This is an optimization exercise on Yosys and OpenROAD, whose aim is small area, a short achievable clock period and few clock cycles, not a production implementation. In this exercise RTL edits were held to simulation tests only and were not proved equivalent to the original.

## radix_number_string_parser_unit
module radix_number_string_parser_unit #(
  parameter int VALUE_BITS    = 48,
  parameter int FRACTION_BITS = 16
) (
  input  logic                  clk_i,
  input  logic                  rst_ni,
  input  logic                  cfg_we_i,
  input  logic [5:0]            cfg_data_i,
  input  logic                  in_valid_i,
  output logic                  in_ready_o,
  input  logic [7:0]            char_code_i,
  input  logic                  is_last_i,
  output logic                  out_valid_o,
  input  logic                  out_ready_i,
  output logic [2:0]            status_o,
  output logic signed [VALUE_BITS-1:0] value_o
);
==> flow/config.mk <==
export PLATFORM = sky130hd
export DESIGN_NAME = radix_number_string_parser_unit
export DESIGN_NICKNAME = radix_number_string_parser_unit
export VERILOG_FILES = /design/flow/design.v
export SDC_FILE = /design/flow/constraint.sdc
export NUM_CORES = 4
export LEC_CHECK = 0
export ABC_CLOCK_PERIOD_IN_PS = 5000
export CAP_MARGIN = 20
export CORE_MARGIN = 2
export CORE_UTILIZATION = 50
export PLACE_DENSITY = 0.7
export SETUP_SLACK_MARGIN = 4.6
export SLEW_MARGIN = 20
==> flow/constraint.sdc <==
create_clock -name core_clock -period 10.0 [get_ports {clk_i}]
set_input_delay 2.0000 -clock core_clock [delete_from_list [all_inputs] [get_ports {clk_i}]]
set_output_delay 2.0000 -clock core_clock [all_outputs]
set_load 0.01 [all_outputs]
run.sh (not shown) runs the stock make flow with config.mk's settings and CLKGATE_MAP_FILE= SYNTH_SCRIPT=/design/flow/synth_recipe.tcl, a recipe that flattens the netlist after the stock synthesis.
Testbench counts at the start, summed over its fixed seeds: cycles 5,608.
Change:
SETUP_SLACK_MARGIN = 4.4   (was 4.6)
Outcome: The changed run completed with no timing, DRC or antenna violations; worst hold slack gains 5.8 ps; wire length shrinks by 0.50%; via count shrinks by 0.36%; sequential share of layout area grows by 0.25 points; first-iteration DRC count grows by 7.5%; setup slack loses 40 ps; non-clock buffer count shrinks by 31; design area shrinks by 0.99%.


## xenon
radix_number_string_parser_unit, a different RTL version from the one above (not shown whole).
For scale: roughly 370 flip-flops, roughly 37000 sq um of cells after synthesis.
==> flow/design.v (excerpt) <==
module radix_number_string_parser_unit #(
  parameter int VALUE_BITS    = 48,
  parameter int FRACTION_BITS = 16
) (
  input  logic                  clk_i,
  input  logic                  rst_ni,
  input  logic                  cfg_we_i,
  input  logic [5:0]            cfg_data_i,
  input  logic                  in_valid_i,
  output logic                  in_ready_o,
  input  logic [7:0]            char_code_i,
  input  logic                  is_last_i,
  output logic                  out_valid_o,
  input  logic                  out_ready_i,
  output logic [2:0]            status_o,
  output logic signed [VALUE_BITS-1:0] value_o
);
export LEC_CHECK = 0
export ABC_CLOCK_PERIOD_IN_PS = 5000
export CAP_MARGIN = 20
export CORE_MARGIN = 2
export CORE_UTILIZATION = 60
export CTS_BUF_LIST = sky130_fd_sc_hd__clkbuf_8
export SETUP_SLACK_MARGIN = 4.5
export SLEW_MARGIN = 20
create_clock -name core_clock -period 10.0 [get_ports {clk_i}]
Looking at the reports, xenon completed the entire flow and the layout it produced met the timing, design-rule and antenna checks.
Testbench counts of xenon, summed over its fixed seeds: cycles 5,608.
[inputs] harbor vs xenon
-- flow/config.mk --
<<< xenon, line 11
export CORE_UTILIZATION = 60
export CTS_BUF_LIST = sky130_fd_sc_hd__clkbuf_8
>>> harbor, line 11
export CORE_UTILIZATION = 40
Findings:
Going from xenon to harbor, register-to-register path setup slack went up 150 ps, routed wire length now smaller, die area increased about 50%, summed instance area of the synthesized netlist now sits at about the same level, via count down 1693.
A cell at the slowest stage of the critical path of sky130_fd_sc_hd__or4_1 is what harbor shows, while sky130_fd_sc_hd__dfstp_4 belongs to xenon.
Compared with xenon, harbor improves wire length of the first global-routing pass.
Higher share of cell area taken by multi-input logic gates goes to xenon over harbor.
From xenon to harbor the numbers moved as follows: sequential share of layout area roughly the same, non-clock buffer count now smaller.
What onyx does differently from harbor at the input level:
-- flow/config.mk --
<<< harbor, line 11
export CORE_UTILIZATION = 40
>>> onyx, line 11
export CORE_UTILIZATION = 60
Notes after the runs:
- onyx ended up with a lower worst setup slack than harbor did.
- Count of non-CTS inverters in the layout: harbor vs onyx identical
- Going from harbor to onyx, post-place setup slack shrinks by 180 ps.
The following lists how maple was set up differently from onyx:
-- flow/config.mk --
<<< onyx, line 11
export CORE_UTILIZATION = 60
>>> maple, line 11
export CORE_UTILIZATION = 50
export PLACE_DENSITY = 0.7
<<< onyx, line 14
>>> maple, line 15
export TNS_END_PERCENT = 5
--- outcome ---
- Between maple and onyx, the sequential cell count does not differ in any meaningful way.
- Comparing minimum setup slack after placement for maple and onyx, the smaller number came from onyx.


radix_number_string_parser_unit again, from the RTL that the note above started with.
export LEC_CHECK = 0
export ABC_CLOCK_PERIOD_IN_PS = 5000
export CAP_MARGIN = 20
export CORE_MARGIN = 2
export CORE_UTILIZATION = 50
export GPL_ROUTABILITY_DRIVEN = 0
export PLACE_DENSITY = 0.7
export SETUP_SLACK_MARGIN = 4.5
export SLEW_MARGIN = 20
create_clock -name core_clock -period 10.0 [get_ports {clk_i}]
The starting point went through all stages and came out clean.
Testbench counts at the start, summed over its fixed seeds: cycles 5,608.
Edit:
--- a/flow/config.mk
+++ b/flow/config.mk
@@ -12,3 +12 @@
-export GPL_ROUTABILITY_DRIVEN = 0
-export PLACE_DENSITY = 0.7
-export SETUP_SLACK_MARGIN = 4.5
+export SETUP_SLACK_MARGIN = 4.4
- The changed run produced a clean layout
- area after synthesis does not change
- die area does not change
- via count decreases by 1.4%
- worst setup slack hardly moves
- count of clock-buffer cells in the layout is unchanged
- first-iteration DRC count decreases by 4.8%
- cell count decreases by 0.39%
- core utilization decreases by 0.46 points
Edit:
--- a/flow/config.mk
+++ b/flow/config.mk
@@ -11,0 +12 @@
+export PLACE_DENSITY = 0.7
Routed wire length went down by 6.3%.
Synthesized area does not change.
Cell count stays flat.
Sequential share of layout area is about the same.
Critical path depth is higher by 3.
Cell area barely changes.
Setup slack loses 18 ps.
Via count increases by 1.0%.
Edit:
--- a/flow/config.mk
+++ b/flow/config.mk
@@ -11,3 +11,2 @@
-export CORE_UTILIZATION = 50
-export PLACE_DENSITY = 0.7
-export SETUP_SLACK_MARGIN = 4.4
+export CORE_UTILIZATION = 60
+export SETUP_SLACK_MARGIN = 4.7
Result: The new run finished but failed the layout checks on antenna rules. Global-route usage rose by 9.3 points. Synthesized area is unchanged. Routed wire length climbs by about 12%. Count of clock-buffer cells in the layout rose by 3. Cell count shrinks by 1.3%. Fmax rises by 0.79%. Critical path depth drops by 2. Flip-flop and latch count is unchanged. Design area rose by about 4%. Non-clock buffer count rose by 93. Die area fell by about 16%.

[afterwards: timing with drivers on the ports]
How much do the figures lean on ideal ports? The routed layouts below were timed once more, with nothing changed but the port constraints.
Step 1: set_driving_cell puts a clkbuf_16 on clk_i and a buf_2 on each other input, an assumption about the parent block.
Step 2 moves the port delays by t, midway between the first and last clock arrival at a register: inputs arrive t later, outputs are due t later. That takes back most of the time a late clock gives input paths.
Slacks: no drivers / after step 1 / after step 2; pairs: no drivers / after step 1.
run | shift t [ns] | setup WS [ns] | worst setup path at the end
the first run of note 1 | 0.657 | 4.515 / 4.515 / 4.115 | input to register
the second run of note 1 | 0.657 | 4.476 / 4.476 / 3.972 | input to register
xenon | 0.726 | 4.475 / 4.475 / 4.202 | input to register
harbor | 0.656 | 4.537 / 4.585 / 3.929 | input to register
onyx | 0.667 | 4.513 / 4.513 / 4.177 | input to register
maple | 0.657 | 4.480 / 4.480 / 4.139 | input to register
the first run of note 3 | 0.665 | 4.545 / 4.545 / 4.065 | input to register
the second run of note 3 | 0.653 | 4.543 / 4.543 / 4.127 | input to register
the third run of note 3 | 0.660 | 4.525 / 4.525 / 4.103 | input to register
the fourth run of note 3 | 0.676 | 4.568 / 4.568 / 4.118 | input to register
For harbor, which loses most, drivers alone change the setup slack by +0.048 ns; drivers and shift together by -0.608 ns.
